Context: an optimization exercise on an open-source flow, tuned for small area and a short achievable clock period. The choices shown serve that exercise and are no tape-out recipe. RTL that was checked went through simulation tests only; none was proved equivalent to the original. Only the layout flow was run in run 1; the RTL was not checked for function there. Power and IR drop assume default switching activity.

### flow/config.mk
export PLATFORM = sky130hd
export DESIGN_NAME = rename_stage
export DESIGN_NICKNAME = rename_stage
export VERILOG_FILES = /design/flow/design.v
export SDC_FILE = /design/flow/constraint.sdc
export NUM_CORES = 4
export LEC_CHECK = 0
export CAP_MARGIN = 20
export CORE_MARGIN = 2
export CORE_UTILIZATION = 40
export SLEW_MARGIN = 20
### flow/constraint.sdc
create_clock -name core_clock -period 8.0 [get_ports {clk}]
set_input_delay 1.6000 -clock core_clock [delete_from_list [all_inputs] [get_ports {clk}]]
set_output_delay 1.6000 -clock core_clock [all_outputs]
set_load 0.01 [all_outputs]
### flow/design.v
`default_nettype none
package rename_pkg;
    localparam int INSTR_W = 32;
    localparam int OP_W = 4;
    localparam int FUNC_W = 3;
    localparam int LREG_W = 5;
    localparam int NUM_LREGS = 32;
    typedef enum logic [OP_W-1:0] {
        Alu    = 4'd0,
        AluImm = 4'd1,
        Mem    = 4'd2,
        Branch = 4'd3,
        Jump   = 4'd4,
        Lui    = 4'd5
    } opcode_e;
    typedef enum logic [FUNC_W-1:0] {
        Add  = 3'd0,
        Sub  = 3'd1,
        And  = 3'd2,
        Or   = 3'd3,
        Xor  = 3'd4,
        Sll  = 3'd5,
        Mull = 3'd6
    } alu_func_e;
    typedef enum logic [FUNC_W-1:0] {
        Beq  = 3'd0,
        Bne  = 3'd1,
        Blt  = 3'd2,
        Beqz = 3'd3
    } branch_func_e;
    typedef enum logic [FUNC_W-1:0] {
        Load  = 3'd0,
        Store = 3'd1
    } mem_func_e;
    typedef enum logic [FUNC_W-1:0] {
        Jal  = 3'd0,
        Jalr = 3'd1
    } jump_func_e;
    typedef struct packed {
        logic [OP_W-1:0]   op;
        logic [FUNC_W-1:0] func;
        logic [LREG_W-1:0] dst;
        logic [LREG_W-1:0] src1;
        logic [LREG_W-1:0] src2;
        logic [9:0]        unused;
    } r_fmt_t;
    typedef struct packed {
        logic [OP_W-1:0]   op;
        logic [FUNC_W-1:0] func;
        logic [LREG_W-1:0] dst;
        logic [LREG_W-1:0] src1;
        logic [14:0]       imm15;
    } i_fmt_t;
    typedef struct packed {
        logic [OP_W-1:0]   op;
        logic [FUNC_W-1:0] func;
        logic [LREG_W-1:0] dst;
        logic [19:0]       imm20;
    } j_fmt_t;
    typedef union packed {
        r_fmt_t r;
        i_fmt_t i;
        j_fmt_t j;
    } instr_u;
endpackage
`default_nettype wire
`timescale 1ns/1ps
`default_nettype none
module rename_stage #(
    parameter int SUPER = 2,
    parameter int PHYS_SZ = 48,
    localparam int PREG_W = $clog2(PHYS_SZ)
) (
    input  logic                                        clk,
    input  logic                                        rst,
    input  logic                                        in_valid,
    input  logic [SUPER-1:0][rename_pkg::INSTR_W-1:0]   in_instr,
    output logic                                        stall,
    input  logic [SUPER-1:0]                            commit_valid,
    input  logic [SUPER-1:0][PREG_W-1:0]                commit_preg,
    output logic                                        out_valid,
    output logic [SUPER-1:0]                            out_lane_valid,
    output logic [SUPER-1:0][rename_pkg::OP_W-1:0]      out_op,
    output logic [SUPER-1:0][rename_pkg::FUNC_W-1:0]    out_func,
    output logic [SUPER-1:0][PREG_W-1:0]                out_src1_p,
    output logic [SUPER-1:0][PREG_W-1:0]                out_src2_p,
    output logic [SUPER-1:0][PREG_W-1:0]                out_dst_p,
    output logic [SUPER-1:0][PREG_W-1:0]                out_old_dst_p,
    output logic [SUPER-1:0][rename_pkg::INSTR_W-1:0]   out_imm
);
    localparam int NL = rename_pkg::NUM_LREGS;
    localparam int NF = PHYS_SZ - NL;           
    localparam int FW = $clog2(NF);             
    logic [1:0]        legal, wr, jump, lane_valid, writes;
    logic [1:0][4:0]   s1, s2, d;
    always_comb begin
        for (int l = 0; l < 2; l++) begin
            logic [3:0] op;
            logic [2:0] f;
            op = in_instr[l][31:28];
            f = in_instr[l][27:25];
            s1[l] = in_instr[l][19:15];
            s2[l] = in_instr[l][14:10];
            d[l] = in_instr[l][24:20];
            case (op)
                4'd0, 4'd1: legal[l] = f != 3'd7;
                4'd2, 4'd4: legal[l] = f[2:1] == 2'b00;
                4'd3:       legal[l] = !f[2];
                4'd5:       legal[l] = f == 3'd0;
                default:    legal[l] = 1'b0;
            endcase
            wr[l] = (op == 4'd0) || (op == 4'd1) || (op == 4'd4) || (op == 4'd5) ||
                    (op == 4'd2 && !f[0]);
            jump[l] = op == 4'd4;
        end
        lane_valid[0] = legal[0];
        lane_valid[1] = legal[1] && !(legal[0] && jump[0]);
        for (int l = 0; l < 2; l++) begin
            writes[l] = lane_valid[l] && wr[l] && (d[l] != 5'd0);
        end
    end
    logic [PREG_W-1:0] fq [NF];
    logic [FW-1:0]     head, tail;
    logic [FW:0]       cnt;
    logic              accept;
    logic [1:0][PREG_W-1:0] alloc;
    logic [FW-1:0]     head1, tail1;
    assign stall = cnt[FW:1] == '0;
    assign accept = in_valid && !stall;
    assign head1 = head + 1'b1;
    assign tail1 = tail + FW'(commit_valid[0]);
    assign alloc[0] = fq[head];
    assign alloc[1] = writes[0] ? fq[head1] : fq[head];
    always_ff @(posedge clk) begin
        if (rst) begin
            head <= '0;
            tail <= '0;
            cnt <= (FW+1)'(NF);
        end else begin
            head <= head + (accept ? FW'(writes[0]) + FW'(writes[1]) : '0);
            tail <= tail + FW'(commit_valid[0]) + FW'(commit_valid[1]);
            cnt <= cnt + (FW+1)'(commit_valid[0]) + (FW+1)'(commit_valid[1])
                       - (accept ? (FW+1)'(writes[0]) + (FW+1)'(writes[1]) : '0);
        end
    end
    always_ff @(posedge clk) begin
        if (rst) begin
            for (int e = 0; e < NF; e++) begin
                fq[e] <= PREG_W'(NL + e);
            end
        end else begin
            if (commit_valid[0]) fq[tail] <= commit_preg[0];
            if (commit_valid[1]) fq[tail1] <= commit_preg[1];
        end
    end
    logic [PREG_W-1:0] map [1:NL-1];
    function automatic logic [PREG_W-1:0] rd_map(input logic [4:0] r);
        rd_map = (r == 5'd0) ? '0 : map[r];
    endfunction
    always_ff @(posedge clk) begin
        if (rst) begin
            for (int r = 1; r < NL; r++) begin
                map[r] <= PREG_W'(r);
            end
        end else if (accept) begin
            if (writes[0]) map[d[0]] <= alloc[0];
            if (writes[1]) map[d[1]] <= alloc[1];
        end
    end
    logic [1:0][PREG_W-1:0] r_s1, r_s2, r_old, r_dst;
    logic [1:0][19:0]       r_imm;
    logic                   f_s1, f_s2, f_old;
    always_ff @(posedge clk) begin
        if (rst) begin
            out_valid <= 1'b0;
        end else begin
            out_valid <= accept;
        end
    end
    always_ff @(posedge clk) begin
        out_lane_valid <= lane_valid;
        for (int l = 0; l < 2; l++) begin
            out_op[l] <= in_instr[l][31:28];
            out_func[l] <= in_instr[l][27:25];
            r_imm[l] <= in_instr[l][19:0];
            r_s1[l] <= rd_map(s1[l]);
            r_s2[l] <= rd_map(s2[l]);
            r_old[l] <= rd_map(d[l]);
            r_dst[l] <= writes[l] ? alloc[l] : '0;
        end
        f_s1 <= writes[0] && s1[1] == d[0];
        f_s2 <= writes[0] && s2[1] == d[0];
        f_old <= writes[0] && d[1] == d[0];
    end
    always_comb begin
        for (int l = 0; l < 2; l++) begin
            logic [3:0] op;
            logic [2:0] f;
            logic rd1, rd2, wrl, s15, s20;
            logic [PREG_W-1:0] v1, v2, vo;
            op = out_op[l];
            f = out_func[l];
            rd1 = !op[2] || (!op[0] && f[0]);
            rd2 = !op[2] && (op[1] ? (op[0] || f[0]) : !op[0]);
            wrl = !op[1] || (!op[0] && !f[0]);
            s20 = op[2] && (op[0] || !f[0]);
            s15 = (!op[2] && !op[1] && op[0]) || (!op[2] && op[1] && !op[0] && !f[0]) ||
                  (op[2] && !op[0] && f[0]);
            v1 = r_s1[l];
            v2 = r_s2[l];
            vo = r_old[l];
            if (l == 1) begin
                if (f_s1) v1 = r_dst[0];
                if (f_s2) v2 = r_dst[0];
                if (f_old) vo = r_dst[0];
            end
            out_src1_p[l] = rd1 ? v1 : '0;
            out_src2_p[l] = rd2 ? v2 : '0;
            out_old_dst_p[l] = wrl ? vo : '0;
            out_dst_p[l] = r_dst[l];
            out_imm[l][14:0] = (s15 || s20) ? r_imm[l][14:0] : '0;
            out_imm[l][19:15] = s20 ? r_imm[l][19:15] : {5{s15 && r_imm[l][14]}};
            out_imm[l][31:20] = {12{s20 ? r_imm[l][19] : (s15 && r_imm[l][14])}};
        end
    end
endmodule
`default_nettype wire
### flow/run.sh
#!/bin/bash
# synth_recipe.tcl (not shown) runs the flow's synth.tcl, then flattens the netlist and writes it again
# the make line also repeats each setting of config.mk as NAME=value (left out here)
make -C /OpenROAD-flow-scripts/flow DESIGN_CONFIG=/design/flow/config.mk WORK_HOME=/design/flow/orfs CLKGATE_MAP_FILE= SYNTH_SCRIPT=/design/flow/synth_recipe.tcl finish
==> flow_summary_export.csv, run 1 <==
group,metric,value,unit
cts,insertion_delay,0.62,ns
synth,netlist_instances,2407,
global_routing,grt_pass1_vias,23800,
cells_and_area,drive_gt1_frac,0.233,
cells_and_area,fillers,6392,
cells_and_area,layout_common_cells,"mux4_2 (324), edfxtp_1 (288), clkdlybuf4s50_1 (196)",
sta,tightest_slew,1.25,ns
critical_path,cp-start-kind,"input port",
pwr,power.internal,4.23,mW
drt,dr.first_iter.drc_count,4244,
floorplanning,ios,211,
sta,rsz0062_at_grt,"no",
pwr,peakVddDrop,0.142,mV
cts,cts_max_path_buffers,3,
pwr,power_switching_share,0.302,
cts,cts_tree,"built",
cells_and_area,layout_commonest_cell,"mux4_2",
global_routing,grt_max_degree,65,
place,gp_congestion,1.01,
cts,cts_max_level,2,
critical_path,cpPeakStageDelay,0.83,ns
drt,routed_wl,121000,µm
pwr,seq_power_share,0.407,
place,dp_hpwl,86700,µm
synth,ys.warnings.count,1,
sta,setup_violations,0,
drt,route.met2.wl,53500,µm
sta,maxSlewHeadroom,0.164,
cells_and_area,fin_nets,2566,
hold_path,holdCritPathClass,"flop to flop",
global_routing,grt_pass1_wl,173000,µm
drt,route.detailed.drc,0,
place,port_buffers,210,
critical_path,slowest_stage,"o31ai_1",
drt,firstDrtPassIters,6,
cells_and_area,final_util,0.463,
hold_path,whs_path_depth,3,
critical_path,path_cells,"clkdlybuf4s50_1 > o31ai_1 > nand2b_1 > a21o_1 > or2_4 > buf_4 > nor3_4 > buf_4 > o32ai_1",
drt,via_per_inst,7.17,
global_routing,grt_overflow,0,
cts,clkTransAtPathRegs,0.06,ns
pwr,p_per_area,183,mW/mm²
cells_and_area,multi_input_area,0.0165,mm²
sta,finalClockSkew,0.0408,ns
pwr,total_power,6.06,mW
synth,synth_edf_count,288,
synth,synth_seq_cells,409,
pwr,switchingPower,1.83,mW
cts,cts-resized-gates,0,
floorplanning,rows,98,
pwr,p_leak,10.6,nW
outcome,status,"timing/DRC/antenna clean",
sta,period_minus_slack,5.64,ns
floorplanning,die_height,273,µm
critical_path,worstPathRequired,8.32,ns
floorplanning,die_w,273,µm
drt,met1Wirelength,41300,µm
job,maxCapViolations,0,
critical_path,worst_setup_path_end_kind,"flop",
cts,cts_buffers,48,
synth,netlist_area,0.0290,mm²
critical_path,crit_family,"simple AND/OR/NAND/NOR gates",
floorplanning,floorplan.initialDensity,0.405,
drt,routedWlPerCell,35.1,µm
sta,hold_viol,0,
synth,ys.flop_type,"edfxtp_1",
critical_path,cp_num_buf_inv,3,
sta,final_max_slew_viol_count,0,
critical_path,worstRegToRegCells,8,
critical_path,cpMostUsedCell,"buf_4",
drt,ant_nets,0,
pwr,clkPwrFrac,0.382,
synth,seq_area_frac_synth,0.381,
pwr,p_comb_frac,0.211,
critical_path,crit_fanout,57,
synth,yosysUniqueCellTypes,86,
floorplanning,dieArea,0.0747,mm²
drt,met3WireLength,17200,µm
sta,fmax,177,MHz
cts,numClockSinks,409,
critical_path,crit_cells,9,
critical_path,critPathArrivalTime,5.96,ns
global_routing,antenna_found_initial,4,
cts,cts-root-buf,"clkbuf_16",
cells_and_area,seq_area,0.0111,mm²
sta,final.setup.tns,0,ns
synth,async_reset_ff_frac,0,
place,post_dp_cell_area,0.0315,mm²
global_routing,grt_use_total,0.320,
drt,highest_layer,"met5",
critical_path,critPathKind,"input port to flop",
cts,cts_hold_buf,0,
cells_and_area,area_growth,14.3,%
cells_and_area,fin_area,0.0332,mm²
sta,fin_crit_sh,0.705,
cts,postCtsSetupRepairBufs,0,
floorplanning,core,0.0716,mm²
synth,avgSynthCellArea,12.1,µm²
drt,vias,24800,
==> final timing paths <==
| check | startpoint | to | slack, ns |
|---|---|---|---|
| worst min register to register | cnt[0] | cnt[0] | 0.59 |
| worst max-delay path | in_instr[30] | map[10][2] | 2.36 |
| worst min-delay path | cnt[0] | cnt[0] | 0.59 |
| worst max register to register | head[0] | map[26][2] | 3.61 |
==> Yosys cell counts (all sizes together) (15+ instances only) <==
| cell type | number | area (µm²) |
|---|---|---|
| a22oi | 97 | 733 |
| o32ai | 54 | 473 |
| inv | 63 | 236 |
| clkbuf | 133 | 499 |
| and3 | 36 | 225 |
| mux4 | 326 | 7350 |
| nor2b | 36 | 225 |
| nand3 | 80 | 413 |
| o2bb2ai | 16 | 140 |
| o22ai | 53 | 338 |
| o221ai | 18 | 158 |
| and2 | 44 | 275 |
| a21o | 15 | 113 |
| o31ai | 18 | 135 |
| or3 | 53 | 332 |
| edfxtp | 288 | 8650 |
| o21ai | 56 | 288 |
| dfxtp | 121 | 2420 |
| mux2i | 99 | 991 |
| a22o | 24 | 213 |
| a221oi | 35 | 307 |
| nor2 | 143 | 567 |
| a31oi | 34 | 213 |
| nand2 | 112 | 430 |
| mux2 | 49 | 552 |
| buf | 130 | 776 |
| a21oi | 49 | 253 |
| nor3 | 85 | 462 |
| nor4 | 16 | 106 |
==> kinds of logic after synthesis <==
logic type | Yosys count | share of synthesized area
adder cells (fa/ha/maj) | 17 | 0.00810
AO/OA/AOI/OAI | 506 | 0.128
AND/OR/NAND/NOR | 648 | 0.116
multiplexers | 474 | 0.306
flip-flops | 409 | 0.381
buffers and inverters | 327 | 0.0522
XOR/XNOR | 25 | 0.00754
other | 1 | 0.000129
==> worst reg2reg max path: cells and delay by family (launching register included) <==
kind,cells,cell delay (ns)
buffers and inverters,3,1.38
DFF,1,0.57
and+or+nand+nor,2,1.03
AOI/OAI and AO/OA,2,0.51
muxes,1,0.59
==> per-stage QoR <==
stage	cells	hold WS (ns)	worst slack, ns
4_1_cts	3457	0.596	2.55
3_5_place_dp	3368	0.599	1.93
5_1_grt	3457	0.634	2.26
2_1_floorplan	2412	0.567	3.16
6_report	3458	0.588	2.36
3_3_place_gp	3368	0.584	2.01
==> registers in the layout, indices dropped and copies added (netlist names), 2 cells and up <==
name / count
out_op: 8
r_imm: 40
map: 192
head: 4
r_s2: 12
tail: 4
r_dst: 12
out_func: 6
r_old: 12
r_s1: 12
out_lane_valid: 2
fq: 96
cnt: 5
==> layer usage <==
metal	vias up	GRT usage
met3	485	0.0946
met1	12100	0.395
met2	2330	0.493
met4	12	0.193
met5	-	0.0128
li1	9881	-
==> area by class of cell <==
cell class                      count  area share
Antenna cell                        1   0.0000754
Clock buffer                       61      0.0402
Clock inverter                     28     0.00988
Inverter                           64     0.00724
Multi-Input combinational cell   1676       0.498
Sequential cell                   409       0.334
Tap cell                          950      0.0358
Timing Repair Buffer              269      0.0751
==> power groups by stage <==
stage | clock network [mW] | registers, mW | logic [mW]
2_1_floorplan | 0 | 2.46 | 0.772
3_3_place_gp | 0 | 2.50 | 1.23
3_5_place_dp | 0 | 2.51 | 1.23
4_1_cts | 2.33 | 2.46 | 1.24
5_1_grt | 2.41 | 2.47 | 1.32
6_report | 2.31 | 2.47 | 1.28
==> inputs of run 2 (changes only) <==
--- a/flow/design.v
+++ b/flow/design.v
@@ -92,5 +92,5 @@
     localparam int NF = PHYS_SZ - NL;           
     localparam int FW = $clog2(NF);             
-    logic [1:0]        legal, wr, jump, lane_valid, writes;
+    logic [1:0]        legal, wr, jump, lane_valid, writes, rd1, rd2, i15, i20;
     logic [1:0][4:0]   s1, s2, d;
     always_comb begin
@@ -113,4 +113,9 @@
                     (op == 4'd2 && !f[0]);
             jump[l] = op == 4'd4;
+            rd1[l] = (op == 4'd0) || (op == 4'd1) || (op == 4'd2) || (op == 4'd3) ||
+                     (op == 4'd4 && f[0]);
+            rd2[l] = (op == 4'd0) || (op == 4'd3) || (op == 4'd2 && f[0]);
+            i15[l] = (op == 4'd1) || (op == 4'd2 && !f[0]) || (op == 4'd4 && f[0]);
+            i20[l] = (op == 4'd4 && !f[0]) || (op == 4'd5);
         end
         lane_valid[0] = legal[0];
@@ -132,4 +137,17 @@
     assign alloc[0] = fq[head];
     assign alloc[1] = writes[0] ? fq[head1] : fq[head];
+    logic [1:0]    take;
+    logic [FW:0]   cnt_rel;
+    logic [FW:0]   cnt_next;
+    logic [FW-1:0] head_next;
+    assign take = accept ? writes : 2'b00;
+    assign cnt_rel = cnt + (FW+1)'(commit_valid[0]) + (FW+1)'(commit_valid[1]);
+    always_comb begin
+        case (take)
+            2'b00:        begin cnt_next = cnt_rel;        head_next = head;         end
+            2'b01, 2'b10: begin cnt_next = cnt_rel - 1'b1; head_next = head1;        end
+            default:      begin cnt_next = cnt_rel - 2'd2; head_next = head + 2'd2;  end
+        endcase
+    end
     always_ff @(posedge clk) begin
         if (rst) begin
@@ -138,8 +156,7 @@
             cnt <= (FW+1)'(NF);
         end else begin
-            head <= head + (accept ? FW'(writes[0]) + FW'(writes[1]) : '0);
+            head <= head_next;
             tail <= tail + FW'(commit_valid[0]) + FW'(commit_valid[1]);
-            cnt <= cnt + (FW+1)'(commit_valid[0]) + (FW+1)'(commit_valid[1])
-                       - (accept ? (FW+1)'(writes[0]) + (FW+1)'(writes[1]) : '0);
+            cnt <= cnt_next;
         end
     end
@@ -155,6 +172,13 @@
     end
     logic [PREG_W-1:0] map [1:NL-1];
+    logic [NL-1:0][PREG_W-1:0] mapv;
+    always_comb begin
+        mapv[0] = '0;
+        for (int r = 1; r < NL; r++) begin
+            mapv[r] = map[r];
+        end
+    end
     function automatic logic [PREG_W-1:0] rd_map(input logic [4:0] r);
-        rd_map = (r == 5'd0) ? '0 : map[r];
+        rd_map = mapv[r];
     endfunction
     always_ff @(posedge clk) begin
@@ -168,6 +192,6 @@
         end
     end
-    logic [1:0][PREG_W-1:0] r_s1, r_s2, r_old, r_dst;
-    logic [1:0][19:0]       r_imm;
+    logic [1:0][PREG_W-1:0] r_s1, r_s2, r_old;
+    logic [1:0][20:0]       r_imm;
     logic                   f_s1, f_s2, f_old;
     always_ff @(posedge clk) begin
@@ -183,44 +207,26 @@
             out_op[l] <= in_instr[l][31:28];
             out_func[l] <= in_instr[l][27:25];
-            r_imm[l] <= in_instr[l][19:0];
-            r_s1[l] <= rd_map(s1[l]);
-            r_s2[l] <= rd_map(s2[l]);
-            r_old[l] <= rd_map(d[l]);
-            r_dst[l] <= writes[l] ? alloc[l] : '0;
-        end
-        f_s1 <= writes[0] && s1[1] == d[0];
-        f_s2 <= writes[0] && s2[1] == d[0];
-        f_old <= writes[0] && d[1] == d[0];
-    end
-    always_comb begin
-        for (int l = 0; l < 2; l++) begin
-            logic [3:0] op;
-            logic [2:0] f;
-            logic rd1, rd2, wrl, s15, s20;
-            logic [PREG_W-1:0] v1, v2, vo;
-            op = out_op[l];
-            f = out_func[l];
-            rd1 = !op[2] || (!op[0] && f[0]);
-            rd2 = !op[2] && (op[1] ? (op[0] || f[0]) : !op[0]);
-            wrl = !op[1] || (!op[0] && !f[0]);
-            s20 = op[2] && (op[0] || !f[0]);
-            s15 = (!op[2] && !op[1] && op[0]) || (!op[2] && op[1] && !op[0] && !f[0]) ||
-                  (op[2] && !op[0] && f[0]);
-            v1 = r_s1[l];
-            v2 = r_s2[l];
-            vo = r_old[l];
-            if (l == 1) begin
-                if (f_s1) v1 = r_dst[0];
-                if (f_s2) v2 = r_dst[0];
-                if (f_old) vo = r_dst[0];
-            end
-            out_src1_p[l] = rd1 ? v1 : '0;
-            out_src2_p[l] = rd2 ? v2 : '0;
-            out_old_dst_p[l] = wrl ? vo : '0;
-            out_dst_p[l] = r_dst[l];
-            out_imm[l][14:0] = (s15 || s20) ? r_imm[l][14:0] : '0;
-            out_imm[l][19:15] = s20 ? r_imm[l][19:15] : {5{s15 && r_imm[l][14]}};
-            out_imm[l][31:20] = {12{s20 ? r_imm[l][19] : (s15 && r_imm[l][14])}};
-        end
+            r_s1[l] <= rd1[l] ? rd_map(s1[l]) : '0;
+            r_s2[l] <= rd2[l] ? rd_map(s2[l]) : '0;
+            r_old[l] <= wr[l] ? rd_map(d[l]) : '0;
+            out_dst_p[l] <= writes[l] ? alloc[l] : '0;
+            r_imm[l][14:0] <= (i15[l] || i20[l]) ? in_instr[l][14:0] : '0;
+            r_imm[l][19:15] <= i20[l] ? in_instr[l][19:15] : {5{i15[l] && in_instr[l][14]}};
+            r_imm[l][20] <= i20[l] ? in_instr[l][19] : (i15[l] && in_instr[l][14]);
+        end
+        f_s1 <= rd1[1] && writes[0] && s1[1] == d[0];
+        f_s2 <= rd2[1] && writes[0] && s2[1] == d[0];
+        f_old <= wr[1] && writes[0] && d[1] == d[0];
+    end
+    always_comb begin
+        for (int l = 0; l < 2; l++) begin
+            out_imm[l] = {{11{r_imm[l][20]}}, r_imm[l]};
+        end
+        out_src1_p[0] = r_s1[0];
+        out_src2_p[0] = r_s2[0];
+        out_old_dst_p[0] = r_old[0];
+        out_src1_p[1] = f_s1 ? out_dst_p[0] : r_s1[1];
+        out_src2_p[1] = f_s2 ? out_dst_p[0] : r_s2[1];
+        out_old_dst_p[1] = f_old ? out_dst_p[0] : r_old[1];
     end
 endmodule
--- a/flow/config.mk
+++ b/flow/config.mk
@@ -9,3 +9,4 @@
 export CORE_MARGIN = 2
 export CORE_UTILIZATION = 40
+export SETUP_SLACK_MARGIN = 4.5
 export SLEW_MARGIN = 20
==> flow_summary_export.csv, run 2 <==
group,metric,value,unit
outcome,status,"timing/DRC/antenna clean",
pwr,total_power,5.72,mW
synth,synth_common_cells,"mux4_2 (346), edfxtp_1 (282), clkbuf_1 (153)",
cells_and_area,top_register,"map",
sta,rsz0062_at_grt,"yes",
pwr,p_per_area,167,mW/mm²
cts,cts_tree,"built",
cts,cts_max_level,2,
cells_and_area,largestRegisters,"map (186), fq (96), r_imm (40)",
synth,yosysUniqueCellTypes,75,
synth,synth_area_leader_cell,"edfxtp_1",
synth,netlist_instances,2384,
critical_path,cp_num_buf_inv,1,
global_routing,grt_use_total,0.315,
drt,vias,24500,
critical_path,critPathArrivalTime,3.88,ns
hold_path,whs_path_depth,2,
synth,avgSynthCellArea,12.1,µm²
floorplanning,die_height,272,µm
hold_path,holdCritPathClass,"flop to flop",
floorplanning,dieArea,0.0743,mm²
synth,ys.flop_type,"edfxtp_1",
cells_and_area,drive_gt1_frac,0.340,
synth,async_reset_ff_frac,0,
cts,cts_hold_buf,0,
drt,dr.first_iter.drc_count,3948,
drt,route.detailed.drc,0,
critical_path,reg2reg_from,"head[0]",
drt,via_per_inst,7.12,
synth,synth_edf_count,282,
critical_path,worstPathRequired,8.38,ns
cells_and_area,layout_commonest_cell,"mux4_2",
cells_and_area,area_growth,19.1,%
critical_path,crit_family,"simple AND/OR/NAND/NOR gates",
synth,synth_seq_cells,407,
synth,synth_area_leaders,"edfxtp_1 (29%), mux4_2 (27%), dfxtp_1 (8.7%)",
sta,tightest_slew,1.15,ns
critical_path,r2r_slack,4.63,ns
sta,hold_viol,0,
place,gp_congestion,1.04,
critical_path,slowest_stage,"nor3b_4",
sta,final_max_slew_viol_count,0,
critical_path,cp-start-kind,"input port",
drt,ant_nets,0,
cells_and_area,fillers,6280,
critical_path,path_cells,"buf_4 > nor3b_4 > nand2_1 > or3_1 > o311ai_0",
drt,routed_wl,119000,µm
pwr,peakVddDrop,0.174,mV
synth,ys.warnings.count,1,
cts,cts_max_path_buffers,3,
floorplanning,core,0.0715,mm²
global_routing,grt_pass1_vias,23500,
cts,cts-root-buf,"clkbuf_16",
sta,maxSlewHeadroom,0.228,
critical_path,crit_fanout,27,
place,port_buffers,210,
cts,insertion_delay,0.64,ns
cells_and_area,largest_reg_flops,186,
synth,seq_area_frac_synth,0.380,
critical_path,crit_start,"in_instr[52]",
critical_path,cpPeakStageDelay,0.68,ns
sta,worst_slack,4.50,ns
drt,firstDrtPassIters,6,
critical_path,worstRegToRegCells,8,
sta,final.setup.tns,0,ns
synth,netlist_area,0.0288,mm²
cts,clkTransAtPathRegs,0.06,ns
cells_and_area,layout_common_cells,"mux4_2 (346), edfxtp_1 (282), clkdlybuf4s50_1 (168)",
global_routing,antenna_found_initial,8,
critical_path,worst_setup_path_end_kind,"flop",
floorplanning,die_w,272,µm
floorplanning,rows,98,
place,dp_hpwl,84000,µm
sta,finalClockSkew,0.0355,ns
sta,period_minus_slack,3.50,ns
drt,routedWlPerCell,34.5,µm
job,maxCapViolations,0,
cells_and_area,fin_area,0.0343,mm²
sta,fin_crit_sh,0.437,
sta,fmax,286,MHz
critical_path,critPathKind,"input port to flop",
cts,cts_buffers,46,
place,dp_slack,2.57,ns
synth,yosysTopAreaCellShare,0.294,
cells_and_area,fin_nets,2542,
global_routing,grt_pass1_wl,169000,µm
floorplanning,ios,211,
global_routing,grt_max_degree,55,
place,post_dp_cell_area,0.0314,mm²
global_routing,grt_overflow,0,
sta,setup_violations,0,
critical_path,crit_cells,5,
hold_path,min_from,"head[3]",
cts,numClockSinks,407,
pwr,p_leak,10.8,nW
floorplanning,floorplan.initialDensity,0.403,
synth,yosysMostFrequentCell,"mux4_2",
sta,whs,0.560,ns
run 2: changes by cell type after synthesis, sizes merged, moves of 27 or more:
cell | previous run | this run
mux2i | 99 | 30
nor3 | 85 | 58
mux2 | 49 | 89
a22o | 24 | 51
inv | 63 | 34
o32ai | 54 | 0
run 2: power by group:
group	switching (mW)	internal [mW]
sequential	0.0870	2.33
clock	0.959	1.26
combinational	0.647	0.445
run 2: layout make-up:
| type | count | area [µm²] | share of cell area |
|---|---|---|---|
| Multi-Input combinational cell | 1646 | 17400 | 0.508 |
| Antenna cell | 5 | 12.5 | 0.000364 |
| Timing Repair Buffer | 314 | 3010 | 0.0877 |
| Inverter | 34 | 128 | 0.00372 |
| Tap cell | 950 | 1190 | 0.0346 |
| Clock inverter | 29 | 334 | 0.00973 |
| Clock buffer | 57 | 1250 | 0.0363 |
| Sequential cell | 407 | 11000 | 0.320 |
run 2: final timing paths:
path           endpoint
max          map[25][5]
min             head[3]
max reg2reg  map[16][1]
min reg2reg     head[3]
run 2: logic make-up (layout without fill, tap and decap cells):
kind of cell,after synthesis,count (layout),share of synthesized area
adder cells (fa/ha/maj),13,13,0.00586
AND/OR/NAND/NOR,663,665,0.120
AO/OA/AOI/OAI,472,472,0.116
other,0,5,0
XOR/XNOR,31,31,0.00942
multiplexers,465,465,0.316
buffers and inverters,333,434,0.0531
flip-flops,407,407,0.380
run 2: layer usage:
metal  up-vias  wire, µm  track usage
met5         -        48            0
met4         8      8960        0.197
met3       449     15800       0.0908
met2      2094     52300        0.475
met1     12200     41700        0.401
li1       9781         -            -
run 2: worst min-delay path, delay by kind of cell, from the launching register on:
kind / cells / cell delay (ns)
AND/OR/NAND/NOR: 1 / 0.05
flip-flops: 1 / 0.32
XOR/XNOR: 1 / 0.14
run 2: stage by stage:
| step | util | cells |
|---|---|---|
| final | 0.480 | 3442 |
| after global routing | 0.480 | 3441 |
| after CTS | 0.475 | 3430 |
| after detailed placement | 0.440 | 3291 |
| after global placement | 0.440 | 3291 |
| after floorplan | - | 2384 |
run 2: repair_timing:
action | 4_1_cts | 5_1_grt
pin swaps | 24 | 20
gates cloned | 2 | 0
setup buffers | 51 | 7
endpoints found under the setup margin | 588 | 388
gates resized for setup | 168 | 80
==> inputs of run 3 (changes only) <==
--- a/flow/design.v
+++ b/flow/design.v
@@ -130,9 +130,10 @@
     logic              accept;
     logic [1:0][PREG_W-1:0] alloc;
-    logic [FW-1:0]     head1, tail1;
+    logic [FW-1:0]     head1;
     assign stall = cnt[FW:1] == '0;
     assign accept = in_valid && !stall;
     assign head1 = head + 1'b1;
-    assign tail1 = tail + FW'(commit_valid[0]);
+    logic [NF-1:0]     tail_oh;
+    assign tail_oh = NF'(1) << tail;
     assign alloc[0] = fq[head];
     assign alloc[1] = writes[0] ? fq[head1] : fq[head];
@@ -167,6 +168,12 @@
             end
         end else begin
-            if (commit_valid[0]) fq[tail] <= commit_preg[0];
-            if (commit_valid[1]) fq[tail1] <= commit_preg[1];
+            for (int e = 0; e < NF; e++) begin
+                if (tail_oh[e] && commit_valid[0]) begin
+                    fq[e] <= commit_preg[0];
+                end else if ((tail_oh[e] && !commit_valid[0] ||
+                              tail_oh[(e + NF - 1) % NF] && commit_valid[0]) && commit_valid[1]) begin
+                    fq[e] <= commit_preg[1];
+                end
+            end
         end
     end
==> flow/flow/run.sh (new file) <==
#!/bin/bash
set -euo pipefail
bash standard.sh "BUFFER_PORTS_ARGS=-buffer_cell sky130_fd_sc_hd__buf_4" finish > flow_make.log 2>&1
==> flow/standard.sh (new file) <==
#!/bin/bash
# synth_recipe.tcl (not shown) runs the flow's synth.tcl, then flattens the netlist and writes it again
# the make line also repeats each setting of config.mk as NAME=value (left out here)
make -C /OpenROAD-flow-scripts/flow DESIGN_CONFIG=/design/flow/config.mk WORK_HOME=/design/flow/orfs CLKGATE_MAP_FILE= SYNTH_SCRIPT=/design/flow/synth_recipe.tcl "${@:-finish}"
removed: flow/run.sh
==> flow_summary_export.csv, run 3 <==
group,metric,value,unit
global_routing,grt_use_met2,0.494,
pwr,seq_power_share,0.397,
drt,ant_nets,0,
cts,clkTransAtPathRegs,0.06,ns
synth,netlist_area,0.0287,mm²
sta,whs,0.507,ns
synth,avgSynthCellArea,10.9,µm²
cts,cts_tree,"built",
global_routing,antenna_found_initial,2,
sta,final.setup.tns,0,ns
pwr,clkPwrFrac,0.399,
synth,ys.warnings.count,2,
floorplanning,ios,211,
sta,tightest_slew,1.19,ns
global_routing,grt_util_met3,0.0809,
critical_path,worst_setup_path_end_kind,"flop",
pwr,p_leak,11.2,nW
drt,vias,26200,
floorplanning,floorplan.initialDensity,0.403,
hold_path,holdCritPathClass,"flop to flop",
cells_and_area,top_register,"map",
drt,dr.first_iter.drc_count,4165,
sta,maxSlewHeadroom,0.204,
place,port_buffers,210,
critical_path,r2r_slack,4.54,ns
synth,synth_seq_cells,403,
global_routing,gr-usage-met1,0.402,
place,gp_congestion,1.01,
outcome,status,"timing/DRC/antenna clean",
pwr,total_power,5.85,mW
cells_and_area,layout_commonest_cell,"mux4_2",
cells_and_area,fin_nets,2765,
synth,netlist_instances,2633,
global_routing,grt_pass1_wl,175000,µm
drt,routed_wl,123000,µm
synth,synth_area_leader_cell,"mux4_2",
cts,cts-root-buf,"clkbuf_16",
synth,yosysUniqueCellTypes,92,
job,maxCapViolations,0,
global_routing,grt_max_degree,71,
pwr,peakVddDrop,0.147,mV
synth,ys.flop_type,"dfxtp_1",
floorplanning,dieArea,0.0740,mm²
pwr,power_switching_share,0.303,
cells_and_area,drive_gt1_frac,0.332,
synth,yosysTopAreaCellShare,0.238,
critical_path,cpPeakStageDelay,0.41,ns
synth,async_reset_ff_frac,0,
sta,finalClockSkew,0.0496,ns
cts,insertion_delay,0.63,ns
critical_path,crit_family,"simple AND/OR/NAND/NOR gates",
floorplanning,die_w,272,µm
cts,cts_max_level,2,
sta,final_max_slew_viol_count,0,
synth,seq_area_frac_synth,0.346,
pwr,power.internal,4.08,mW
sta,fmax,286,MHz
place,dp_hpwl,86000,µm
cells_and_area,largestRegisters,"map (186), fq (96), r_imm (40)",
critical_path,critPathArrivalTime,3.82,ns
floorplanning,die_height,272,µm
cells_and_area,area_growth,16.2,%
global_routing,grt_use_total,0.323,
cells_and_area,largest_reg_flops,186,
critical_path,critPathKind,"input port to flop",
drt,routedWlPerCell,33.7,µm
cts,cts_buffers,47,
global_routing,grt_busiest_layer,"met2",
critical_path,path_cells,"buf_4 > inv_2 > buf_12 > nand4_1 > nor3_2 > nand2_1 > nor2_1 > or3_4",
floorplanning,rows,98,
drt,route.detailed.drc,0,
drt,firstDrtPassIters,6,
drt,via_per_inst,7.16,
floorplanning,core,0.0712,mm²
synth,yosysMostFrequentCell,"mux4_2",
critical_path,cp_num_buf_inv,3,
synth,synth_area_leaders,"mux4_2 (24%), edfxtp_1 (19%), dfxtp_1 (15%)",
critical_path,slowest_stage,"nor2_1",
cts,numClockSinks,403,
synth,synth_common_cells,"mux4_2 (304), nor2_1 (220), dfxtp_1 (217)",
critical_path,crit_fanout,70,
cts,cts_max_path_buffers,3,
sta,setup_violations,0,
pwr,switchingPower,1.77,mW
pwr,p_comb_frac,0.204,
cells_and_area,fillers,6384,
sta,hold_viol,0,
sta,fin_crit_sh,0.438,
sta,period_minus_slack,3.50,ns
global_routing,grt_overflow,0,
cells_and_area,layout_common_cells,"mux4_2 (304), buf_4 (266), dfxtp_1 (215)",
pwr,p_per_area,175,mW/mm²
cts,cts_hold_buf,0,
synth,synth_edf_count,186,
global_routing,grt_pass1_vias,24800,
sta,rsz0062_at_grt,"yes",
critical_path,worstPathRequired,8.32,ns
critical_path,cp-start-kind,"input port",
[run 3: cell types whose count changed in the layout (fill, tap and decap cells not counted), sizes merged, moves of 29 or more]
cell,before,now
clkdlybuf4s50,168,0
dfxtp,125,217
o21ai,61,105
nor2,123,222
nand3,101,72
mux2i,30,105
edfxtp,282,186
mux4,346,304
nand2,120,178
buf,124,291
o211ai,0,40
or3,56,17
a211oi,17,46
[run 3: area by class of cell]
cell class | count | area, µm² | share of cell area
antenna | 2 | 5.00 | 0.000150
clock buffer | 67 | 1410 | 0.0423
clock inverter | 20 | 268 | 0.00802
inverter | 35 | 139 | 0.00416
multi-input combinational | 1888 | 18000 | 0.538
sequential | 403 | 9930 | 0.297
tap | 950 | 1190 | 0.0356
timing repair buffer | 294 | 2470 | 0.0739
[run 3: worst paths after layout]
kind	cells after the start	start	end
min reg2reg	2	fq[15][0]	fq[15][0]
min	2	fq[15][0]	fq[15][0]
max reg2reg	11	head[0]	map[2][0]
max	8	rst	map[15][0]
[run 3: per-layer routing]
metal / vias up / wire [µm]
li1: 10500 / -
met1: 12700 / 42300
met2: 2361 / 53500
met3: 563 / 16800
met4: 4 / 10700
met5: - / 30
[run 3: cell families (layout without fill, tap and decap cells)]
group / count (synthesis) / in the layout / synth area share
simple gates: 730 / 731 / 0.125
compound gates: 633 / 633 / 0.157
mux: 478 / 479 / 0.302
flops: 403 / 403 / 0.346
buf+inv: 344 / 416 / 0.0539
xor+xnor: 30 / 30 / 0.00941
fa+ha+maj: 15 / 15 / 0.00706
other cells: 0 / 2 / 0
[run 3: through the flow]
| step | area, µm² | std cells | worst slack [ns] | util |
|---|---|---|---|---|
| after global placement | 30800 | 3518 | 3.29 | 0.432 |
| after floorplan | 29400 | 2633 | 4.06 | - |
| after CTS | 33100 | 3644 | 4.48 | 0.465 |
| after global routing | 33400 | 3657 | 4.46 | 0.469 |
| final | 33400 | 3659 | 4.50 | 0.469 |
| after detailed placement | 30800 | 3518 | 3.19 | 0.432 |
[run 3: worst reg2reg max path, delay by kind of cell, from the launching register on]
kind | cells | cell delay (ns)
adders and majority gates | 1 | 0.21
AOI/OAI and AO/OA | 5 | 1.26
buffers and inverters | 3 | 0.88
and+or+nand+nor | 2 | 0.42
DFF | 1 | 0.42
[run 3: power groups by stage]
stage / sequential [mW] / combinational, mW / clock (mW)
CTS: 2.32 / 1.14 / 2.35
global placement: 2.36 / 1.09 / 0
detailed placement: 2.36 / 1.11 / 0
finish: 2.33 / 1.19 / 2.33
global route: 2.33 / 1.23 / 2.44
floorplan: 2.32 / 0.733 / 0
[run 3: repair_timing]
action                     4_1_cts  5_1_grt
cloned                           2        2
setup endpoints to repair      382      227
buffers inserted                37       11
pin swaps                       19        9
gates resized for setup         63       36
==> inputs of run 4 (changes only) <==
--- a/flow/config.mk
+++ b/flow/config.mk
@@ -9,4 +9,5 @@
 export CORE_MARGIN = 2
 export CORE_UTILIZATION = 40
+export CTS_BUF_LIST = sky130_fd_sc_hd__clkbuf_4
 export SETUP_SLACK_MARGIN = 4.5
 export SLEW_MARGIN = 20
==> flow_summary_export.csv, run 4 <==
group,metric,value,unit
synth,ys.flop_type,"dfxtp_1",
cts,numClockSinks,403,
critical_path,path_cells,"buf_4 > nor2b_2 > o2111a_1 > o21ai_2 > nor2_1 > or3_1",
synth,yosysUniqueCellTypes,92,
pwr,p_per_area,165,mW/mm²
place,port_buffers,210,
sta,final_max_slew_viol_count,0,
global_routing,antenna_found_initial,6,
critical_path,cpPeakStageDelay,0.50,ns
synth,async_reset_ff_frac,0,
cells_and_area,largestRegisters,"map (186), fq (96), r_imm (40)",
sta,tightest_slew,1.24,ns
synth,synth_common_cells,"mux4_2 (304), nor2_1 (220), dfxtp_1 (217)",
critical_path,slowest_stage,"buf_4",
hold_path,whs_path_depth,2,
global_routing,grt_use_total,0.325,
place,gp_congestion,1.01,
cts,cts-root-buf,"clkbuf_4",
sta,maxSlewHeadroom,0.169,
synth,synth_area_leaders,"mux4_2 (24%), edfxtp_1 (19%), dfxtp_1 (15%)",
critical_path,r2r_slack,4.55,ns
synth,seq_area_frac_synth,0.346,
job,maxCapViolations,0,
synth,synth_edf_count,186,
pwr,peakVddDrop,0.143,mV
cells_and_area,fin_nets,2805,
cells_and_area,multi_input_area,0.0179,mm²
critical_path,cp-start-kind,"input port",
global_routing,grt_max_degree,71,
critical_path,r2r-end,"map[5][3]",
cts,cts_hold_buf,0,
synth,netlist_area,0.0287,mm²
drt,routedWlPerCell,32.9,µm
critical_path,worstPathRequired,8.55,ns
sta,whs,0.509,ns
cells_and_area,layout_common_cells,"mux4_2 (304), buf_4 (253), dfxtp_1 (212)",
critical_path,worstRegToRegCells,9,
floorplanning,floorplan.initialDensity,0.403,
critical_path,cp_num_buf_inv,1,
synth,synth_area_leader_cell,"mux4_2",
sta,worst_slack,4.51,ns
synth,avgSynthCellArea,10.9,µm²
sta,setup_violations,0,
floorplanning,core,0.0712,mm²
cts,clkTransAtPathRegs,0.08,ns
floorplanning,dieArea,0.0740,mm²
hold_path,min_from,"fq[15][0]",
sta,fin_crit_sh,0.437,
cts,cts_tree,"built",
drt,ant_nets,0,
synth,yosysTopAreaCellShare,0.238,
floorplanning,ios,211,
cts,cts_max_path_buffers,3,
cells_and_area,drive_gt1_frac,0.342,
cells_and_area,fin_area,0.0327,mm²
synth,netlist_instances,2633,
critical_path,critPathArrivalTime,4.05,ns
sta,finalClockSkew,0.106,ns
cells_and_area,area_growth,14.0,%
sta,period_minus_slack,3.49,ns
cells_and_area,seq_area,0.00994,mm²
outcome,status,"timing/DRC/antenna clean",
cells_and_area,final_util,0.460,
cts,cts_max_level,3,
floorplanning,die_height,272,µm
critical_path,crit_fanout,31,
place,dp_slack,3.19,ns
drt,routed_wl,124000,µm
sta,final.setup.tns,0,ns
drt,via_per_inst,7.01,
critical_path,critPathKind,"input port to flop",
drt,firstDrtPassIters,7,
hold_path,holdCritPathClass,"flop to flop",
cells_and_area,layout_commonest_cell,"mux4_2",
synth,synth_seq_cells,403,
cells_and_area,fillers,6539,
critical_path,worst_setup_path_end_kind,"flop",
sta,hold_viol,0,
synth,yosysMostFrequentCell,"mux4_2",
drt,vias,26300,
cells_and_area,top_register,"map",
hold_path,holdPathEnd,"fq[15][0]",
critical_path,reg2reg_from,"head[1]",
drt,route.detailed.drc,0,
floorplanning,die_w,272,µm
sta,rsz0062_at_grt,"no",
global_routing,grt_overflow,0,
floorplanning,rows,98,
critical_path,crit_family,"simple AND/OR/NAND/NOR gates",
global_routing,grt_pass1_vias,25300,
cts,insertion_delay,0.97,ns
global_routing,grt_pass1_wl,176000,µm
synth,ys.warnings.count,2,
sta,fmax,286,MHz
cells_and_area,largest_reg_flops,186,
cts,cts_buffers,109,
pwr,p_leak,11.0,nW
place,post_dp_cell_area,0.0308,mm²
place,dp_hpwl,86000,µm
drt,dr.first_iter.drc_count,4116,
run 4: cell counts after synthesis:
Identical to the previous run, type by type.
run 4: what timing repair did:
| item | CTS | global route |
|---|---|---|
| pin swaps | 14 | 5 |
| setup endpoints to repair | 286 | 149 |
| buffers inserted | 19 | 6 |
| gates resized for setup | 44 | 22 |
| cloned | 1 | 3 |
run 4: cell type report:
class	count	share of cell area
Sequential cell	403	0.303
Inverter	35	0.00416
Timing Repair Buffer	272	0.0664
Multi-Input combinational cell	1888	0.547
Tap cell	950	0.0363
Clock inverter	51	0.00848
Clock buffer	149	0.0342
Antenna cell	4	0.000306
run 4: cells by family (layout without fill, tap and decap cells):
logic type	Yosys count	count (layout)	share of synthesized area
AOI/OAI and AO/OA	633	633	0.157
xor gates and xnor gates	30	30	0.00941
adders and majority gates	15	15	0.00706
buffers and inverters	344	507	0.0539
DFF	403	403	0.346
muxes	478	479	0.302
other	0	4	0
and+or+nand+nor	730	731	0.125
run 4: power breakdown:
group          leakage [nW]  internal (mW)  switching, mW
clock                 0.824          0.937          0.937
sequential             3.43           2.23         0.0994
combinational          6.76          0.452          0.737
total                  11.0           3.61           1.77
run 4: worst reg2reg max path, cell delays in order, from the launching register on:
cell	delay, ns
dfxtp_2	0.41
inv_1	0.08
ha_1	0.18
buf_4	0.29
a22o_1	0.27
a221oi_1	0.53
mux4_2	0.35
nand4_1	0.30
nand2_2	0.48
o22ai_1	0.21
run 4: worst max path at each step:
stage / slack, ns / from / cells after the start / to
floorplan: 4.06 / in_instr[28] / 15 / cnt[3]
global placement: 3.29 / in_valid / 7 / map[29][0]
detailed placement: 3.19 / in_valid / 7 / map[29][0]
CTS: 4.49 / head[0] / 10 / map[3][2]
global route: 4.50 / f_old / 2 / out_old_dst_p[7]
finish: 4.51 / in_instr[20] / 6 / map[25][3]
run 4: routing by layer:
layer | GRT usage | vias to the layer above | routed length, µm
met4 | 0.242 | 6 | 10800
met5 | 0.00193 | - | 43
met2 | 0.489 | 2330 | 53700
li1 | - | 10700 | -
met1 | 0.396 | 12700 | 42300
met3 | 0.0924 | 577 | 16700
run 4: per-stage QoR:
stage	instances	total power, mW
3_3_place_gp	3518	3.45
5_1_grt	3752	5.56
6_report	3752	5.39
3_5_place_dp	3518	3.47
2_1_floorplan	2633	3.05
4_1_cts	3738	5.35
==> inputs of run 5 (changes only) <==
==> flow/flow/run.sh (replaced) <==
#!/bin/bash
set -euo pipefail
bash standard.sh "BUFFER_PORTS_ARGS=-buffer_cell sky130_fd_sc_hd__buf_1" MATCH_CELL_FOOTPRINT=0 finish > flow_make.log 2>&1
==> flow_summary_export.csv, run 5 <==
group,metric,value,unit
cts,cts_max_level,3,
sta,setup_violations,0,
global_routing,grt_pass1_wl,173000,µm
floorplanning,core,0.0712,mm²
sta,finalClockSkew,0.121,ns
critical_path,crit_fanout,51,
synth,avgSynthCellArea,10.9,µm²
cells_and_area,fin_nets,2826,
floorplanning,rows,98,
sta,tightest_slew,1.23,ns
critical_path,slowest_stage,"or3_1",
place,post_dp_cell_area,0.0301,mm²
synth,async_reset_ff_frac,0,
sta,final.setup.tns,0,ns
pwr,total_power,5.30,mW
synth,seq_area_frac_synth,0.346,
drt,routed_wl,120000,µm
sta,period_minus_slack,3.55,ns
place,dp_slack,2.70,ns
floorplanning,ios,211,
critical_path,worstPathRequired,8.56,ns
synth,yosysMostFrequentCell,"mux4_2",
place,dp.cells,3538,
sta,maxSlewHeadroom,0.174,
pwr,p_per_area,165,mW/mm²
cts,cts_max_path_buffers,3,
floorplanning,die_height,272,µm
synth,synth_common_cells,"mux4_2 (304), nor2_1 (220), dfxtp_1 (217)",
critical_path,r2r_slack,4.51,ns
synth,netlist_area,0.0287,mm²
cts,cts-root-buf,"clkbuf_4",
drt,routedWlPerCell,31.9,µm
global_routing,grt_max_degree,64,
job,maxCapViolations,0,
drt,vias,26300,
drt,ant_nets,0,
cts,insertion_delay,0.95,ns
cts,clkTransAtPathRegs,0.06,ns
drt,dr.first_iter.drc_count,4408,
global_routing,grt_use_total,0.317,
synth,yosysUniqueCellTypes,92,
drt,via_per_inst,6.99,
cts,cts_tree,"built",
pwr,p_leak,10.3,nW
sta,worst_slack,4.45,ns
cts,cts_buffers,106,
cells_and_area,layout_common_cells,"mux4_2 (304), dfxtp_1 (213), nor2_1 (208)",
cts,numClockSinks,403,
global_routing,antenna_found_initial,6,
drt,firstDrtPassIters,7,
cells_and_area,final_util,0.451,
synth,yosysTopAreaCellShare,0.238,
critical_path,cp-start-kind,"input port",
synth,ys.warnings.count,2,
cells_and_area,drive_gt1_frac,0.280,
synth,netlist_instances,2633,
cells_and_area,fin_area,0.0321,mm²
sta,rsz0062_at_grt,"yes",
sta,fin_crit_sh,0.443,
synth,synth_area_leaders,"mux4_2 (24%), edfxtp_1 (19%), dfxtp_1 (15%)",
cells_and_area,top_register,"map",
global_routing,grt_overflow,0,
critical_path,cpPeakStageDelay,0.51,ns
cells_and_area,largest_reg_flops,186,
sta,final_max_slew_viol_count,0,
sta,fmax,282,MHz
cells_and_area,fillers,6654,
drt,route.detailed.drc,0,
synth,synth_edf_count,186,
place,gp_congestion,1.04,
outcome,status,"timing/DRC/antenna clean",
critical_path,critPathKind,"input port to flop",
sta,whs,0.507,ns
floorplanning,dieArea,0.0740,mm²
cells_and_area,final_cells,3760,
cells_and_area,layout_commonest_cell,"mux4_2",
critical_path,path_cells,"buf_2 > inv_4 > buf_12 > o2111a_1 > o21ai_4 > nor2_1 > or3_1",
floorplanning,die_w,272,µm
floorplanning,floorplan.initialDensity,0.403,
global_routing,grt_pass1_vias,25200,
synth,synth_area_leader_cell,"mux4_2",
critical_path,critPathArrivalTime,4.10,ns
hold_path,holdCritPathClass,"flop to flop",
sta,hold_viol,0,
place,dp_hpwl,84800,µm
synth,synth_seq_cells,403,
synth,ys.flop_type,"dfxtp_1",
cells_and_area,largestRegisters,"map (186), fq (96), r_imm (40)",
place,port_buffers,210,
cells_and_area,area_growth,11.8,%
critical_path,worst_setup_path_end_kind,"flop",
pwr,peakVddDrop,0.0928,mV
run 5: kinds of logic after synthesis:
| group | after synthesis | synth area share |
|---|---|---|
| buffers and inverters | 344 | 0.0539 |
| AND/OR/NAND/NOR | 730 | 0.125 |
| XOR/XNOR | 30 | 0.00941 |
| multiplexers | 478 | 0.302 |
| AO/OA/AOI/OAI | 633 | 0.157 |
| adder cells (fa/ha/maj) | 15 | 0.00706 |
| flip-flops | 403 | 0.346 |
run 5: layout make-up:
type / instances / area, µm² / area share
inverters: 35 / 141 / 0.00440
diodes: 4 / 10.0 / 0.000312
clock inverters: 31 / 191 / 0.00596
repair buffers: 297 / 1620 / 0.0506
multi-input cells: 1887 / 17900 / 0.557
well taps: 950 / 1190 / 0.0370
flip-flops and latches: 403 / 9930 / 0.309
clock buffers: 153 / 1150 / 0.0358
run 5: where the power goes:
group	total, mW	switching [mW]	internal (mW)	leakage, nW
logic	1.14	0.723	0.418	6.12
registers	2.33	0.100	2.23	3.43
clock network	1.84	0.917	0.918	0.805
run 5: worst paths after layout:
kind,from,endpoint,cells past startpoint
setup reg to reg,head[0],map[22][3],9
hold / removal,fq[7][0],fq[7][0],2
hold reg to reg,fq[7][0],fq[7][0],2
setup / recovery,rst,map[25][2],7
run 5: layer usage:
| metal | GRT usage | up-vias | part of all wire |
|---|---|---|---|
| li1 | - | 10700 | - |
| met1 | 0.403 | 12700 | 0.34 |
| met2 | 0.476 | 2425 | 0.44 |
| met3 | 0.0838 | 518 | 0.14 |
| met4 | 0.210 | 2 | 0.079 |
| met5 | 0 | - | 0.000092 |
run 5: worst max-delay path, delay by kind of cell:
kind                   cells  cell delay, ns
AOI/OAI and AO/OA          2            0.64
and+or+nand+nor            2            0.69
buffers and inverters      3            1.04
run 5: what timing repair did:
| item | in CTS | in global routing |
|---|---|---|
| hold endpoints to repair | 0 | 0 |
| gates cloned | 1 | 0 |
| resized for setup | 45 | 43 |
| hold buffers | 0 | 0 |
| setup endpoints to repair | 359 | 302 |
| pin swaps | 9 | 5 |
| buffers inserted | 24 | 9 |
==> inputs of run 6 (changes only) <==
--- a/flow/config.mk
+++ b/flow/config.mk
@@ -8,5 +8,5 @@
 export CAP_MARGIN = 20
 export CORE_MARGIN = 2
-export CORE_UTILIZATION = 40
+export CORE_UTILIZATION = 50
 export CTS_BUF_LIST = sky130_fd_sc_hd__clkbuf_4
 export SETUP_SLACK_MARGIN = 4.5
==> flow_summary_export.csv, run 6 <==
group,metric,value,unit
critical_path,crit_family,"simple AND/OR/NAND/NOR gates",
cells_and_area,area_growth,11.8,%
critical_path,cp_num_buf_inv,1,
critical_path,cpMostUsedCell,"nand2_1",
floorplanning,floorplan.initialDensity,0.508,
critical_path,critPathArrivalTime,4.28,ns
synth,synth_edf_count,186,
sta,finalClockSkew,0.0689,ns
critical_path,crit_fanout,10,
cts,numClockSinks,403,
cells_and_area,largest_reg_flops,186,
job,maxCapViolations,0,
hold_path,min_from,"fq[1][5]",
pwr,p_leak,10.5,nW
floorplanning,ios,211,
critical_path,r2r-end,"map[12][5]",
cts,cts_max_path_buffers,3,
pwr,peakVddDrop,0.114,mV
synth,synth_seq_cells,403,
cts,cts_tree,"built",
floorplanning,dieArea,0.0594,mm²
global_routing,antenna_found_initial,5,
cells_and_area,layout_commonest_cell,"mux4_2",
place,post_dp_cell_area,0.0299,mm²
global_routing,grt_max_degree,66,
global_routing,grt_pass1_wl,180000,µm
global_routing,grt_pass1_vias,25400,
synth,ys.warnings.count,2,
cells_and_area,drive_gt1_frac,0.284,
critical_path,cpPeakStageDelay,0.63,ns
pwr,p_per_area,171,mW/mm²
floorplanning,core,0.0566,mm²
sta,hold_viol,0,
critical_path,slowest_stage,"buf_1",
cells_and_area,seq_area,0.00994,mm²
cts,cts_hold_buf,0,
outcome,status,"timing/DRC/antenna clean",
drt,firstDrtPassIters,6,
synth,yosysUniqueCellTypes,92,
sta,maxSlewHeadroom,0.197,
cts,cts_buffers,105,
cells_and_area,top_register,"map",
cells_and_area,largestRegisters,"map (186), fq (96), r_imm (40)",
place,dp_hpwl,89600,µm
sta,final.setup.tns,0,ns
critical_path,worst_setup_path_end_kind,"flop",
synth,yosysMostFrequentCell,"mux4_2",
synth,synth_common_cells,"mux4_2 (304), nor2_1 (220), dfxtp_1 (217)",
critical_path,r2r_slack,4.55,ns
cells_and_area,fin_area,0.0321,mm²
sta,fin_crit_sh,0.438,
synth,seq_area_frac_synth,0.346,
cts,clkTransAtPathRegs,0.07,ns
synth,ys.flop_type,"dfxtp_1",
cts,cts_max_level,3,
floorplanning,die_height,244,µm
cells_and_area,fillers,4924,
sta,final_max_slew_viol_count,0,
synth,netlist_instances,2633,
cts,insertion_delay,0.95,ns
synth,synth_area_leader_cell,"mux4_2",
synth,synth_area_leaders,"mux4_2 (24%), edfxtp_1 (19%), dfxtp_1 (15%)",
place,gp_congestion,1.01,
synth,netlist_area,0.0287,mm²
drt,via_per_inst,7.44,
cts,cts-root-buf,"clkbuf_4",
critical_path,reg2reg_from,"head[3]",
sta,rsz0062_at_grt,"yes",
synth,async_reset_ff_frac,0,
floorplanning,die_w,244,µm
hold_path,holdCritPathClass,"flop to flop",
drt,ant_nets,0,
place,port_buffers,210,
critical_path,cp-start-kind,"input port",
drt,vias,26700,
global_routing,grt_use_total,0.420,
critical_path,path_cells,"buf_1 > nand3_1 > nor2_2 > o21ai_1 > mux2i_1 > nand2_1 > o21ai_0 > nand2_1",
cells_and_area,multi_input_area,0.0179,mm²
drt,routedWlPerCell,35.3,µm
drt,routed_wl,127000,µm
cells_and_area,layout_common_cells,"mux4_2 (304), dfxtp_1 (212), nor2_1 (206)",
sta,tightest_slew,1.20,ns
cells_and_area,fin_nets,2832,
hold_path,holdPathEnd,"fq[1][5]",
sta,fmax,285,MHz
critical_path,worstRegToRegCells,9,
pwr,total_power,5.49,mW
drt,route.detailed.drc,0,
synth,yosysTopAreaCellShare,0.238,
critical_path,critPathKind,"input port to flop",
hold_path,whs_path_depth,2,
synth,avgSynthCellArea,10.9,µm²
global_routing,grt_overflow,0,
drt,dr.first_iter.drc_count,3924,
critical_path,worstPathRequired,8.78,ns
sta,setup_violations,0,
floorplanning,rows,87,
sta,period_minus_slack,3.51,ns
[run 6: cell counts after synthesis]
Identical to the previous run, type by type.
[run 6: cell families after synthesis]
kind of cell               synth area share
AOI/OAI and AO/OA                     0.157
xor gates and xnor gates            0.00941
adders and majority gates           0.00706
buffers and inverters                0.0539
DFF                                   0.346
muxes                                 0.302
and+or+nand+nor                       0.125
[run 6: worst reg2reg max path, cell delays in order (launching register included)]
cell	delay [ns]
dfxtp_1	0.30
buf_4	0.28
or2_1	0.43
a2111o_2	0.62
a31oi_2	0.22
buf_8	0.28
inv_2	0.27
mux2_4	0.35
buf_12	0.17
o21ai_0	0.29
[run 6: report_power, final]
group	total (mW)	internal, mW	switching (mW)
sequential	2.33	2.22	0.104
clock	1.98	1.04	0.939
combinational	1.17	0.426	0.748
total	5.49	3.69	1.79
[run 6: metal layers]
layer	up-vias	wire length [µm]	GRT usage	part of all wire
li1	10700	-	-	-
met4	4	11500	0.314	0.091
met1	12900	41700	0.504	0.33
met3	633	18000	0.129	0.14
met2	2426	55300	0.637	0.44
met5	-	28	0.00245	0.00022
[run 6: through the flow]
| stage | hold slack, ns | setup WS [ns] | instances | utilization |
|---|---|---|---|---|
| floorplan | 0.458 | 4.08 | 2633 | - |
| global placement | 0.493 | 3.18 | 3347 | 0.528 |
| detailed placement | 0.500 | 3.16 | 3347 | 0.528 |
| CTS | 0.511 | 4.48 | 3564 | 0.561 |
| global route | 0.538 | 4.44 | 3583 | 0.567 |
| finish | 0.514 | 4.49 | 3585 | 0.567 |
[run 6: how the worst max path moves through the flow]
| stage | start | to | slack, ns | cells past startpoint |
|---|---|---|---|---|
| floorplan | in_instr[28] | cnt[3] | 4.08 | 15 |
| global placement | rst | map[21][1] | 3.18 | 6 |
| detailed placement | rst | map[13][0] | 3.16 | 6 |
| CTS | head[1] | map[7][5] | 4.48 | 12 |
| global route | commit_valid[0] | fq[0][5] | 4.44 | 8 |
| finish | commit_valid[0] | fq[0][5] | 4.49 | 8 |
[run 6: repair_timing]
action / CTS / global route
cloned: 1 / 0
gates resized for setup: 47 / 51
endpoints found under the setup margin: 339 / 236
setup buffers: 20 / 14
pin swaps: 9 / 3
[run 6: final cells by class]
type                       count  area share
multi-input combinational   1887       0.557
antenna                        4    0.000312
clock inverter                36     0.00814
tap                          756      0.0294
clock buffer                 160      0.0374
sequential                   403       0.309
timing repair buffer         304      0.0545
inverter                      35     0.00432
==> inputs of run 7 (changes only) <==
--- a/flow/config.mk
+++ b/flow/config.mk
@@ -10,4 +10,6 @@
 export CORE_UTILIZATION = 50
 export CTS_BUF_LIST = sky130_fd_sc_hd__clkbuf_4
+export CTS_CLUSTER_DIAMETER = 40
+export CTS_CLUSTER_SIZE = 8
 export SETUP_SLACK_MARGIN = 4.5
 export SLEW_MARGIN = 20
==> flow_summary_export.csv, run 7 <==
group,metric,value,unit
outcome,status,"timing/DRC/antenna clean",
sta,rsz0062_at_grt,"yes",
floorplanning,core,0.0566,mm²
sta,finalClockSkew,0.0808,ns
synth,synth_area_leader_cell,"mux4_2",
hold_path,whs_path_depth,2,
synth,synth_common_cells,"mux4_2 (304), nor2_1 (220), dfxtp_1 (217)",
cells_and_area,top_register,"map",
cts,numClockSinks,403,
cells_and_area,layout_common_cells,"mux4_2 (304), dfxtp_1 (214), nor2_1 (207)",
sta,hold_viol,0,
floorplanning,die_w,244,µm
place,dp_hpwl,89600,µm
floorplanning,floorplan.initialDensity,0.508,
cells_and_area,drive_gt1_frac,0.272,
synth,ys.flop_type,"dfxtp_1",
pwr,total_power,5.16,mW
synth,yosysTopAreaCellShare,0.238,
pwr,p_per_area,163,mW/mm²
sta,fmax,280,MHz
critical_path,slowest_stage,"or3_1",
drt,routedWlPerCell,36.0,µm
cells_and_area,largestRegisters,"map (186), fq (96), r_imm (40)",
critical_path,critPathArrivalTime,4.11,ns
cts,clkTransAtPathRegs,0.09,ns
critical_path,cpPeakStageDelay,0.55,ns
hold_path,min_from,"fq[7][1]",
synth,netlist_instances,2633,
cells_and_area,largest_reg_flops,186,
synth,synth_area_leaders,"mux4_2 (24%), edfxtp_1 (19%), dfxtp_1 (15%)",
hold_path,holdCritPathClass,"flop to flop",
critical_path,worstRegToRegCells,7,
cells_and_area,fin_nets,2798,
drt,via_per_inst,7.54,
critical_path,critPathKind,"input port to flop",
drt,dr.first_iter.drc_count,4137,
pwr,p_leak,10.2,nW
place,gp_congestion,1.01,
synth,netlist_area,0.0287,mm²
floorplanning,die_height,244,µm
drt,route.detailed.drc,0,
synth,ys.warnings.count,2,
cts,cts_max_path_buffers,3,
cts,cts_tree,"built",
place,port_buffers,210,
global_routing,grt_overflow,0,
global_routing,grt_pass1_vias,25100,
job,maxCapViolations,0,
synth,avgSynthCellArea,10.9,µm²
sta,final_max_slew_viol_count,0,
cts,cts_hold_buf,0,
cts,cts_buffers,75,
sta,tightest_slew,1.23,ns
synth,async_reset_ff_frac,0,
global_routing,grt_pass1_wl,180000,µm
floorplanning,dieArea,0.0594,mm²
cts,cts_max_level,3,
critical_path,cp-start-kind,"input port",
synth,yosysMostFrequentCell,"mux4_2",
sta,setup_violations,0,
synth,yosysUniqueCellTypes,92,
critical_path,reg2reg_from,"head[3]",
critical_path,worstPathRequired,8.54,ns
floorplanning,rows,87,
place,post_dp_cell_area,0.0299,mm²
drt,ant_nets,0,
critical_path,crit_fanout,61,
global_routing,antenna_found_initial,6,
global_routing,grt_max_degree,66,
cells_and_area,area_growth,10.3,%
synth,synth_seq_cells,403,
sta,fin_crit_sh,0.446,
cells_and_area,fin_area,0.0317,mm²
synth,synth_edf_count,186,
cts,insertion_delay,0.90,ns
critical_path,r2r-end,"map[2][1]",
critical_path,worst_setup_path_end_kind,"flop",
synth,seq_area_frac_synth,0.346,
sta,maxSlewHeadroom,0.179,
sta,final.setup.tns,0,ns
sta,period_minus_slack,3.57,ns
critical_path,r2r_slack,4.53,ns
cts,cts-root-buf,"clkbuf_4",
drt,routed_wl,126000,µm
drt,firstDrtPassIters,8,
floorplanning,ios,211,
global_routing,grt_use_total,0.420,
drt,vias,26500,
cells_and_area,layout_commonest_cell,"mux4_2",
critical_path,path_cells,"buf_2 > inv_4 > buf_12 > o2111a_2 > o21ai_2 > nor2_1 > or3_1",
pwr,peakVddDrop,0.139,mV
hold_path,holdPathEnd,"fq[7][1]",
==> run 7: stage by stage <==
step | worst slack, ns | hold WS, ns | instances | util
floorplan | 4.08 | 0.458 | 2633 | -
global placement | 3.18 | 0.493 | 3347 | 0.528
detailed placement | 3.16 | 0.500 | 3347 | 0.528
CTS | 4.47 | 0.513 | 3501 | 0.555
global route | 4.48 | 0.542 | 3513 | 0.560
finish | 4.43 | 0.522 | 3514 | 0.560
==> run 7: what timing repair did <==
| action | 4_1_cts | 5_1_grt |
|---|---|---|
| cloned | 2 | 0 |
| resized for setup | 55 | 43 |
| buffers inserted | 22 | 8 |
| pin swaps | 10 | 3 |
| setup endpoints to repair | 366 | 258 |
| hold endpoints to repair | 0 | 0 |
==> run 7: cell families (layout without fill, tap and decap cells) <==
group,after synthesis,in the layout,share of synthesized area
other,0,3,0
xor gates and xnor gates,30,30,0.00941
muxes,478,479,0.302
buffers and inverters,344,464,0.0539
and+or+nand+nor,730,731,0.125
AOI/OAI and AO/OA,633,633,0.157
DFF,403,403,0.346
adders and majority gates,15,15,0.00706
==> run 7: final cells by class <==
cell class / count / area (µm²)
Antenna cell: 3 / 7.51
Clock buffer: 98 / 736
Inverter: 35 / 138
Sequential cell: 403 / 9940
Timing Repair Buffer: 299 / 1700
Fill cell: 4941 / 24900
Multi-Input combinational cell: 1888 / 17900
Clock inverter: 32 / 342
Tap cell: 756 / 946
==> run 7: power breakdown <==
| part | internal [mW] | total [mW] | switching, mW |
|---|---|---|---|
| sequential | 2.22 | 2.33 | 0.104 |
| clock | 0.785 | 1.67 | 0.884 |
| combinational | 0.416 | 1.16 | 0.748 |
==> run 7: worst max-delay path: cells and delay by family <==
kind,cells,cell delay (ns)
compound gates,2,0.71
simple gates,2,0.77
buf+inv,3,0.88
==> run 7: worst max path at each step <==
stage | start | to | slack, ns | cells past startpoint
6_report | rst | map[25][1] | 4.43 | 7
5_1_grt | in_instr[60] | head[3] | 4.48 | 12
4_1_cts | in_instr[62] | map[10][3] | 4.47 | 8
3_5_place_dp | rst | map[13][0] | 3.16 | 6
3_3_place_gp | rst | map[21][1] | 3.18 | 6
2_1_floorplan | in_instr[28] | cnt[3] | 4.08 | 15
==> run 7: routing by layer <==
metal	global-route usage	vias to the layer above	share of wire	wire length (µm)
met2	0.636	2397	0.44	55500
met5	0.00490	-	0.00044	56
li1	-	10600	-	-
met1	0.508	12900	0.33	41900
met3	0.128	633	0.14	17600
met4	0.308	8	0.090	11400

-- port drivers added, routing unchanged --
The results above use ideal ports. As a check the final layouts listed here were re-extracted and re-timed, cells and wires unchanged. Step 1 sets driving cells, clkbuf_16 on the clock port and buf_2 on the other inputs (assumed; they add their load-dependent delay and slew). Step 2 adds t to the input delays and takes it off the output delays; t is the mean of the earliest and latest rising clock arrival at the registers after step 1. Input paths then give back, and output paths get back, about the clock's delay inside the block. Slacks: ideal / step 1 / step 2; pairs: ideal / step 1.
| run | shift t [ns] | slack for setup (ns) | worst data-port slew with drivers (ns) | pins driven straight from the clock port |
|---|---|---|---|---|
| run 1 | 0.666 | 2.360 / 2.394 / 1.728 | 0.10 | 1 |
| run 2 | 0.687 | 4.500 / 4.450 / 3.807 | 0.11 | 1 |
| run 3 | 0.666 | 4.499 / 4.502 / 3.835 | 0.14 | 1 |
| run 4 | 0.977 | 4.508 / 4.500 / 3.523 | 0.12 | 1 |
| run 5 | 0.952 | 4.454 / 4.479 / 3.527 | 0.09 | 1 |
| run 6 | 0.966 | 4.495 / 4.518 / 3.551 | 0.10 | 1 |
| run 7 | 0.914 | 4.431 / 4.462 / 3.548 | 0.10 | 1 |
After both steps setup and hold are still met in every run listed. For run 4, which loses most, drivers alone change the setup slack by -0.008 ns; drivers and shift together by -0.985 ns.
